What follows belongs to an exercise in optimizing a design on an open flow for small area and a short achievable clock period; a production flow would make more cautious choices. Function was checked by simulation only, so behaviour that the tests miss may differ from the original. Power and IR drop assume default switching activity.

## flow/constraint.sdc

```tcl
create_clock -name core_clock -period 8.0 [get_ports {clk}]
set_input_delay 1.6000 -clock core_clock [delete_from_list [all_inputs] [get_ports {clk}]]
set_output_delay 1.6000 -clock core_clock [all_outputs]
set_load 0.01 [all_outputs]
```

## flow/design.v

```verilog
package spm_pkg;
  localparam int unsigned COUNT_BITS = 5;
  localparam int unsigned CFG_INDEX_BITS = 2;
  localparam int unsigned FIELD_BITS = 32;
  localparam int unsigned INDEX_BITS = 4;
  localparam logic [COUNT_BITS-1:0] ROW_COUNT_RESET = 5'd4;
  localparam logic [COUNT_BITS-1:0] COL_COUNT_RESET = 5'd4;
  localparam logic [CFG_INDEX_BITS-1:0] REG_ROW_COUNT = 2'd0;
  localparam logic [CFG_INDEX_BITS-1:0] REG_COL_COUNT = 2'd1;
  localparam logic CMD_LOAD = 1'b0;
  localparam logic CMD_EMIT = 1'b1;
  typedef enum logic [3:0] {
    HEAD_RIGHT = 4'b0001,
    HEAD_DOWN  = 4'b0010,
    HEAD_LEFT  = 4'b0100,
    HEAD_UP    = 4'b1000
  } heading_t;
  typedef struct packed {
    logic                         cmd;
    logic signed [FIELD_BITS-1:0] load_value;
  } req_item_t;
  typedef struct packed {
    logic signed [FIELD_BITS-1:0] element;
    logic [INDEX_BITS-1:0]        row_index;
    logic [INDEX_BITS-1:0]        col_index;
    logic                         last_of_spiral;
  } rsp_item_t;
  typedef struct packed {
    logic restart;
    logic step;
  } walk_ctrl_t;
endpackage
module spm_ram #(
  parameter int unsigned WIDTH = 32,
  parameter int unsigned DEPTH = 256
) (
  input  logic                                         clk,
  input  logic                                         we,
  input  logic [(DEPTH > 1 ? $clog2(DEPTH) : 1)-1:0]   waddr,
  input  logic [WIDTH-1:0]                             wdata,
  input  logic                                         re,
  input  logic [(DEPTH > 1 ? $clog2(DEPTH) : 1)-1:0]   raddr,
  output logic [WIDTH-1:0]                             rdata
);
  logic [WIDTH-1:0] mem [DEPTH];
  always_ff @(posedge clk) begin
    if (we) begin
      mem[waddr] <= wdata;
    end
    if (re) begin
      rdata <= mem[raddr];
    end
  end
endmodule
module spm_walker #(
  parameter int unsigned MAX_ROWS = 16,
  parameter int unsigned MAX_COLS = 16
) (
  input  logic                                          clk,
  input  logic                                          rst,
  input  spm_pkg::walk_ctrl_t                           ctrl,
  input  logic [$clog2(MAX_ROWS+1)-1:0]                 rows_used,
  input  logic [$clog2(MAX_COLS+1)-1:0]                 cols_used,
  output logic [(MAX_ROWS > 1 ? $clog2(MAX_ROWS) : 1)-1:0] row,
  output logic [(MAX_COLS > 1 ? $clog2(MAX_COLS) : 1)-1:0] col,
  output logic                                          last
);
  localparam int unsigned RCW = $clog2(MAX_ROWS + 1);
  localparam int unsigned CCW = $clog2(MAX_COLS + 1);
  localparam int unsigned SRW = RCW + 1;
  localparam int unsigned SCW = CCW + 1;
  localparam int unsigned RIW = MAX_ROWS > 1 ? $clog2(MAX_ROWS) : 1;
  localparam int unsigned CIW = MAX_COLS > 1 ? $clog2(MAX_COLS) : 1;
  localparam logic signed [SRW-1:0] R_ONE = SRW'(1);
  localparam logic signed [SCW-1:0] C_ONE = SCW'(1);
  logic signed [SRW-1:0] top_bound, bottom_bound, walk_row;
  logic signed [SCW-1:0] left_bound, right_bound, walk_col;
  spm_pkg::heading_t     heading;
  logic signed [SRW-1:0] top_next, bottom_next, row_next;
  logic signed [SCW-1:0] left_next, right_next, col_next;
  spm_pkg::heading_t     heading_next;
  logic                  more;
  always_comb begin
    logic go_left;
    logic go_up;
    logic go_ring;
    top_next     = top_bound;
    bottom_next  = bottom_bound;
    left_next    = left_bound;
    right_next   = right_bound;
    row_next     = walk_row;
    col_next     = walk_col;
    heading_next = heading;
    more         = 1'b1;
    go_left      = 1'b0;
    go_up        = 1'b0;
    go_ring      = 1'b0;
    unique case (heading)
      spm_pkg::HEAD_RIGHT: begin
        if (walk_col < right_bound) begin
          col_next = walk_col + C_ONE;
        end else begin
          top_next = top_bound + R_ONE;
          if (top_next <= bottom_next) begin
            heading_next = spm_pkg::HEAD_DOWN;
            row_next     = top_next;
            col_next     = right_next;
          end else begin
            more = 1'b0;
          end
        end
      end
      spm_pkg::HEAD_DOWN: begin
        if (walk_row < bottom_bound) begin
          row_next = walk_row + R_ONE;
        end else begin
          right_next = right_bound - C_ONE;
          go_left    = 1'b1;
        end
      end
      spm_pkg::HEAD_LEFT: begin
        if (walk_col > left_bound) begin
          col_next = walk_col - C_ONE;
        end else begin
          bottom_next = bottom_bound - R_ONE;
          go_up       = 1'b1;
        end
      end
      spm_pkg::HEAD_UP: begin
        if (walk_row > top_bound) begin
          row_next = walk_row - R_ONE;
        end else begin
          left_next = left_bound + C_ONE;
          go_ring   = 1'b1;
        end
      end
      default: begin
        more = 1'b0;
      end
    endcase
    if (go_left) begin
      if (top_next <= bottom_next && left_next <= right_next) begin
        heading_next = spm_pkg::HEAD_LEFT;
        row_next     = bottom_next;
        col_next     = right_next;
      end else begin
        if (top_next <= bottom_next) begin
          bottom_next = bottom_next - R_ONE;
        end
        go_up = 1'b1;
      end
    end
    if (go_up) begin
      if (left_next <= right_next && bottom_next >= top_next) begin
        heading_next = spm_pkg::HEAD_UP;
        row_next     = bottom_next;
        col_next     = left_next;
      end else begin
        if (left_next <= right_next) begin
          left_next = left_next + C_ONE;
        end
        go_ring = 1'b1;
      end
    end
    if (go_ring) begin
      if (top_next <= bottom_next && left_next <= right_next) begin
        heading_next = spm_pkg::HEAD_RIGHT;
        row_next     = top_next;
        col_next     = left_next;
      end else begin
        more = 1'b0;
      end
    end
  end
  always_ff @(posedge clk) begin
    if (rst || ctrl.restart || (ctrl.step && !more)) begin
      top_bound    <= '0;
      bottom_bound <= $signed({1'b0, rows_used}) - R_ONE;
      left_bound   <= '0;
      right_bound  <= $signed({1'b0, cols_used}) - C_ONE;
      heading      <= spm_pkg::HEAD_RIGHT;
      walk_row     <= '0;
      walk_col     <= '0;
    end else if (ctrl.step) begin
      top_bound    <= top_next;
      bottom_bound <= bottom_next;
      left_bound   <= left_next;
      right_bound  <= right_next;
      heading      <= heading_next;
      walk_row     <= row_next;
      walk_col     <= col_next;
    end
  end
  assign row  = RIW'($unsigned(walk_row));
  assign col  = CIW'($unsigned(walk_col));
  assign last = !more;
endmodule
module spiral_matrix_order #(
  parameter int unsigned MAX_ROWS  = 16,
  parameter int unsigned MAX_COLS  = 16,
  parameter int unsigned DATA_BITS = 32
) (
  input  logic                                clk,
  input  logic                                rst,
  input  logic                                req_valid,
  output logic                                req_stall,
  input  spm_pkg::req_item_t                  req,
  output logic                                rsp_valid,
  input  logic                                rsp_stall,
  output spm_pkg::rsp_item_t                  rsp,
  input  logic                                cfg_valid,
  output logic                                cfg_ready,
  input  logic [spm_pkg::CFG_INDEX_BITS-1:0]  cfg_index,
  input  logic [spm_pkg::COUNT_BITS-1:0]      cfg_data
);
  localparam int unsigned DEPTH = MAX_ROWS * MAX_COLS;
  localparam int unsigned AW    = DEPTH > 1 ? $clog2(DEPTH) : 1;
  localparam int unsigned TW    = $clog2(DEPTH + 1);
  localparam int unsigned RCW   = $clog2(MAX_ROWS + 1);
  localparam int unsigned CCW   = $clog2(MAX_COLS + 1);
  localparam int unsigned RIW   = MAX_ROWS > 1 ? $clog2(MAX_ROWS) : 1;
  localparam int unsigned CIW   = MAX_COLS > 1 ? $clog2(MAX_COLS) : 1;
  function automatic logic [6:0] clamp_count(input logic [spm_pkg::COUNT_BITS-1:0] v,
                                             input int unsigned max_count);
    logic [6:0] res;
    if (v == '0) begin
      res = 7'd1;
    end else if (32'(v) > max_count) begin
      res = 7'(max_count);
    end else begin
      res = 7'(v);
    end
    clamp_count = res;
  endfunction
  logic [spm_pkg::COUNT_BITS-1:0] row_count, col_count;
  logic [spm_pkg::COUNT_BITS-1:0] row_count_next, col_count_next;
  logic [RCW-1:0]                 rows_cur, rows_new;
  logic [CCW-1:0]                 cols_cur, cols_new;
  logic [TW-1:0]                  total;
  logic                           cfg_hit;
  logic [AW-1:0]                  load_counter;
  logic [AW:0]                    load_counter_inc;
  logic                           req_fire, emit_fire, load_fire;
  spm_pkg::walk_ctrl_t            walk_ctrl;
  logic [RIW-1:0]                 walk_row;
  logic [CIW-1:0]                 walk_col;
  logic                           walk_last;
  logic [AW:0]                    rd_addr_full;
  logic [DATA_BITS-1:0]           rd_data;
  logic                           p_valid, p_advance;
  logic [RIW-1:0]                 p_row;
  logic [CIW-1:0]                 p_col;
  logic                           p_last;
  assign cfg_ready = 1'b1;
  assign cfg_hit   = cfg_valid && cfg_ready &&
                     (cfg_index == spm_pkg::REG_ROW_COUNT ||
                      cfg_index == spm_pkg::REG_COL_COUNT);
  always_comb begin
    row_count_next = row_count;
    col_count_next = col_count;
    if (rst) begin
      row_count_next = spm_pkg::ROW_COUNT_RESET;
      col_count_next = spm_pkg::COL_COUNT_RESET;
    end else if (cfg_valid && cfg_ready && cfg_index == spm_pkg::REG_ROW_COUNT) begin
      row_count_next = cfg_data;
    end else if (cfg_valid && cfg_ready && cfg_index == spm_pkg::REG_COL_COUNT) begin
      col_count_next = cfg_data;
    end
  end
  always_ff @(posedge clk) begin
    row_count <= row_count_next;
    col_count <= col_count_next;
  end
  assign rows_cur = RCW'(clamp_count(row_count, MAX_ROWS));
  assign cols_cur = CCW'(clamp_count(col_count, MAX_COLS));
  assign rows_new = RCW'(clamp_count(row_count_next, MAX_ROWS));
  assign cols_new = CCW'(clamp_count(col_count_next, MAX_COLS));
  assign total    = TW'(rows_cur) * TW'(cols_cur);
  assign p_advance = p_valid && (!rsp_valid || !rsp_stall);
  assign req_stall = p_valid && rsp_valid && rsp_stall;
  assign req_fire  = req_valid && !req_stall;
  assign emit_fire = req_fire && req.cmd == spm_pkg::CMD_EMIT;
  assign load_fire = req_fire && req.cmd == spm_pkg::CMD_LOAD;
  assign load_counter_inc = {1'b0, load_counter} + (AW+1)'(1);
  always_ff @(posedge clk) begin
    if (rst || cfg_hit) begin
      load_counter <= '0;
    end else if (load_fire) begin
      if ((TW+AW+1)'(load_counter_inc) >= (TW+AW+1)'(total)) begin
        load_counter <= '0;
      end else begin
        load_counter <= load_counter_inc[AW-1:0];
      end
    end
  end
  assign walk_ctrl.restart = load_fire || cfg_hit;
  assign walk_ctrl.step    = emit_fire;
  spm_walker #(
    .MAX_ROWS(MAX_ROWS),
    .MAX_COLS(MAX_COLS)
  ) u_walker (
    .clk      (clk),
    .rst      (rst),
    .ctrl     (walk_ctrl),
    .rows_used(rows_new),
    .cols_used(cols_new),
    .row      (walk_row),
    .col      (walk_col),
    .last     (walk_last)
  );
  assign rd_addr_full = (AW+1)'(walk_row) * (AW+1)'(cols_cur) + (AW+1)'(walk_col);
  spm_ram #(
    .WIDTH(DATA_BITS),
    .DEPTH(DEPTH)
  ) u_store (
    .clk  (clk),
    .we   (load_fire),
    .waddr(load_counter),
    .wdata(DATA_BITS'($unsigned(req.load_value))),
    .re   (emit_fire),
    .raddr(rd_addr_full[AW-1:0]),
    .rdata(rd_data)
  );
  always_ff @(posedge clk) begin
    if (rst) begin
      p_valid <= 1'b0;
    end else if (emit_fire) begin
      p_valid <= 1'b1;
    end else if (p_advance) begin
      p_valid <= 1'b0;
    end
  end
  always_ff @(posedge clk) begin
    if (emit_fire) begin
      p_row  <= walk_row;
      p_col  <= walk_col;
      p_last <= walk_last;
    end
  end
  always_ff @(posedge clk) begin
    if (rst) begin
      rsp_valid <= 1'b0;
    end else if (p_advance) begin
      rsp_valid <= 1'b1;
    end else if (!rsp_stall) begin
      rsp_valid <= 1'b0;
    end
  end
  always_ff @(posedge clk) begin
    if (p_advance) begin
      rsp.element        <= spm_pkg::FIELD_BITS'(rd_data);
      rsp.row_index      <= spm_pkg::INDEX_BITS'(p_row);
      rsp.col_index      <= spm_pkg::INDEX_BITS'(p_col);
      rsp.last_of_spiral <= p_last;
    end
  end
endmodule
```

## flow/run.sh

```bash
#!/bin/bash
# synth_recipe.tcl (not shown) runs the flow's synth.tcl, then flattens the netlist and writes it again
# the make line also repeats each setting of config.mk as NAME=value (left out here)
make -C /OpenROAD-flow-scripts/flow DESIGN_CONFIG=/design/flow/config.mk WORK_HOME=/design/flow/orfs CLKGATE_MAP_FILE= SYNTH_SCRIPT=/design/flow/synth_recipe.tcl finish
```

## flow/config.mk

```make
export PLATFORM = sky130hd
export DESIGN_NAME = spiral_matrix_order
export DESIGN_NICKNAME = spiral_matrix_order
export VERILOG_FILES = /design/flow/design.v
export SDC_FILE = /design/flow/constraint.sdc
export NUM_CORES = 4
export LEC_CHECK = 0
export CAP_MARGIN = 20
export CORE_MARGIN = 2
export CORE_UTILIZATION = 35
export SLEW_MARGIN = 20
export SYNTH_MEMORY_MAX_BITS = 16384
```

==> flow_metrics.tcl <==
set metrics [dict create \
    status "complete, no violations" \
    cell_area_reported_after_detailed_placement_mm2 0.346 \
    yosys-mux-area-fraction_pct 18.6 \
    floorplan.rows 352 \
    finalPower_mw 96.3 \
    switching_share_pct 23.2 \
    yosysMostFrequentCell "sky130_fd_sc_hd__edfxtp_1" \
    yosys.area_share.adder_pct 0.519 \
    finalMaxSlewViolations 0 \
    synth-seq-area-share_pct 77.5 \
    worst_clock_skew_ns 0.105 \
    grt_pass1_vias 152065 \
    worst-setup-path-type "reg -> reg" \
    chipHeight_um 963 \
    worst_ep_arrival_time_ns 8.67 \
    wire_per_inst_um 32.3 \
    initial_utilization_pct 35.1 \
    footprint_of_the_multi_input_gates_mm2 0.0716 \
    port-buffer-count 87 \
    globalRoute.totalOverflow 0 \
    worst_setup_path_start_kind "register" \
    postSynthRegisterBits 8334 \
    syn2layout_area_growth_pct 15.7 \
    synth_commonest_cells "sky130_fd_sc_hd__edfxtp_1, sky130_fd_sc_hd__mux4_2, sky130_fd_sc_hd__clkbuf_1" \
    synth-async-reset-ratio_pct 0 \
    first_iter_violations 22805 \
    post-place-cells 25784 \
    synth_edf_count 8286 \
    grt_max_degree 163 \
    max_cap_viol_count 0 \
    number_of_sinks_on_the_clock_net 8334 \
    worstHoldPathType "reg -> reg" \
    routabilityCongestion 0.850 \
    post_synth_num_cell_types 77 \
    cts_tree "done" \
    critical_path.slowest_cell "sky130_fd_sc_hd__dfxtp_1" \
    final-instance-count-excl-fill 27422 \
    synth_largest_area_cell "sky130_fd_sc_hd__edfxtp_1" \
    io-pin-count 89 \
    vdd_drop_max_uv 194 \
    synth.net_count 13527 \
    netSwitchingPower_mw 22.3 \
    fillCellCount 79369 \
    gr-usage-all-layers_pct 18.7 \
    cts_max_path_buffers 5 \
    most_frequent_cell_on_critical_path "sky130_fd_sc_hd__ha_1" \
    antenna_found_initial 74 \
    drive_gt1_share_pct 32.9 \
    worst_pin_slew_ns 1.34 \
    power.share.sequential_pct 50.0 \
    cell_area_after_synthesis_mm2 0.322 \
    drt_pre_antenna_iters 6 \
    vias_cell 5.57 \
    power.share.combinational_pct 10.3 \
    min_period_ns 7.60 \
    ctsRootBufferMaster "sky130_fd_sc_hd__clkbuf_16" \
    fin_util_pct 40.6 \
    core-area_mm2 0.918 \
    intPower_mw 74.0 \
    yosys.area_share.xor_xnor_pct 0.166 \
    cts.reportedPaths.clkPinSlew_ns 0.07 \
    synthTopCellsByArea "sky130_fd_sc_hd__edfxtp_1, sky130_fd_sc_hd__mux4_2, sky130_fd_sc_hd__clkbuf_1" \
    insertion_delay_ns 1.15 \
    register_area_mm2 0.250 \
    design.final.nets 14606 \
    synth_top_flop_cell "sky130_fd_sc_hd__edfxtp_1" \
    total_clock_buffers_created_by_cts 851 \
    finalSetupViolCount 0 \
    vias 152618 \
    cts_hold_buf 0 \
    final_hpwl_dp_um 527000 \
    synth_compound_area_share_pct 1.01 \
    max_stage_delay_ns 0.46 \
    clkPwrFrac_pct 39.6 \
    clock_tree.htree_level_count 6 \
    slew-limit-headroom_pct 10.7 \
    totalWireLength_um 886000 \
    min_period_over_period_pct 95.0 \
    grt_first_pass_wirelength_um 1230000 \
    worst_hold_slack_ns 0.427 \
    detail_route_antenna_nets 0 \
    critical_path_required_ns 9.07 \
    drt_drc_violations_left 0 \
    timing_hold_violations_final 0 \
    power.static_leakage_nw 112 \
    powerDensity_mw_per_mm2 259 \
    finish.instance_area_mm2 0.373 \
    combinational_family_with_the_most_area_after_synthesis "multiplexers" \
    cp_max_fo 11 \
    maxClockFrequency_ghz 0.132 \
    crit_path_end_kind "register" \
    floorplan.die_area_mm2 0.928 \
    post_synth_and_or_nand_nor_area_fraction_pct 1.18 \
    netlist.area_leader.share_pct 77.2 \
    count_of_synthesis_stage_warnings_from_yosys 3 \
    synthesis.area_per_instance_um2 24.1 \
    syn_inst 13358 \
    fp.dieW_um 963 \
]
metal layers:
metal | up-vias | global-route usage [%] | share of wire (%) | wire length, µm
met3 | 1136 | 3.73 | 8.5 | 75500
met5 | - | 0 | 0.023 | 204
met4 | 12 | 6.28 | 3.2 | 28300
li1 | 60081 | - | - | -
met2 | 7265 | 30.0 | 48 | 429000
met1 | 84124 | 25.8 | 40 | 353000
critical path, delay by kind of cell, from the launching register on:
family	cells	cell delay [ns]
fa+ha+maj	4	1.20
buf+inv	5	0.77
compound gates	16	3.00
xor+xnor	1	0.28
flops	1	0.46
mux	1	0.22
simple gates	10	1.59
stage by stage:
| step | worst slack [ns] | setup TNS (ns) |
|---|---|---|
| 2_1_floorplan | 0.314 | 0 |
| 3_3_place_gp | 0.368 | 0 |
| 3_5_place_dp | 0.434 | 0 |
| 4_1_cts | 0.361 | 0 |
| 5_1_grt | -0.00635 | -0.0111 |
| 6_report | 0.400 | 0 |
path summary, 6_finish.rpt:
| kind | slack [ns] | endpoint | depth (start not counted) | start |
|---|---|---|---|---|
| hold reg to reg | 0.43 | rsp[3] | 0 | p_col[2] |
| hold / removal | 0.43 | rsp[3] | 0 | p_col[2] |
| setup / recovery | 0.40 | u_walker.walk_col[5] | 37 | u_walker.walk_row[5] |
| setup reg to reg | 0.40 | u_walker.walk_col[5] | 37 | u_walker.walk_row[5] |
layout make-up:
cell class	instances	share of cell area (%)
diodes	121	0.0813
clock buffers	1045	5.95
clock inverters	459	1.06
inverters	98	0.0991
multi-input cells	4202	19.2
flip-flops and latches	8334	67.0
well taps	12213	4.10
repair buffers	950	2.46
sequential cells by signal, summed over array words and instances, names as in the netlist:
name and flops:
p_row 4, row_count 5, u_walker.top_bound 6, p_col 4, u_walker.walk_row 6, rsp 41
u_store.rdata 32, u_walker.right_bound 6, p_last 1, u_walker.walk_col 6, load_counter 8, p_valid 1
u_store.mem 8192, col_count 5, rsp_valid 1, u_walker.bottom_bound 6, u_walker.left_bound 6, u_walker.heading 4
cells by family after synthesis:
group                      count (synthesis)
other                                      1
muxes                                   2746
adders and majority gates                124
buffers and inverters                    822
and+or+nand+nor                          780
DFF                                     8334
AOI/OAI and AO/OA                        490
xor gates and xnor gates                  61
placed cells by master (no fill, tap or decap), types with 121 or more instances in the layout:
| cell | count |
|---|---|
| sky130_fd_sc_hd__clkbuf_1 | 187 |
| sky130_fd_sc_hd__nor2b_1 | 146 |
| sky130_fd_sc_hd__a21oi_1 | 173 |
| sky130_fd_sc_hd__clkbuf_16 | 858 |
| sky130_fd_sc_hd__clkinv_1 | 200 |
| sky130_fd_sc_hd__nor2_4 | 257 |
| sky130_fd_sc_hd__mux4_2 | 2592 |
| sky130_fd_sc_hd__clkinv_2 | 141 |
| sky130_fd_sc_hd__edfxtp_1 | 8286 |
| sky130_fd_sc_hd__buf_4 | 734 |
| sky130_fd_sc_hd__diode_2 | 121 |
| sky130_fd_sc_hd__mux2i_1 | 144 |
| sky130_fd_sc_hd__a211oi_1 | 138 |
power groups by stage:
stage | sequential, mW | clock [mW] | combinational (mW)
after global placement | 49.1 | 0 | 9.98
after floorplan | 49.0 | 0 | 5.63
after CTS | 48.2 | 38.7 | 10.1
final | 48.2 | 38.2 | 9.96
after detailed placement | 49.1 | 0 | 10.0
after global routing | 48.2 | 40.4 | 10.4
repair_timing:
action                                  CTS  global route
setup buffers                             0             6
endpoints found under the setup margin    0            40
gates resized for setup                   0            19

static timing again, ports no longer ideal:
The flow's constraints put no driver on any port. The routed layout listed below was extracted and timed again, unchanged, in two steps.
Step 1: set_driving_cell puts a clkbuf_16 on clk and a buf_2 on each other input, an assumption about the parent block.
Step 2 times the ports against the registers' clock, not the clock port: input delays grow and output delays shrink by t, the midpoint of the rising clock arrivals with the driver on.
a / b / c = ideal ports / drivers / drivers and shift; a / b = the first two.
t, ns: 1.258
setup slack, ns: 0.400 / 0.400 / 0.400
hold slack, ns: 0.427 / 0.427 / 0.427
slew at the worst register clock pin (ns): 0.07 / 0.07
worst data-port slew with drivers (ns): 0.14
After both steps this run still meets setup and hold. The setup slack of this run moves by 0.000 ns with the drivers and by 0.000 ns with both steps.
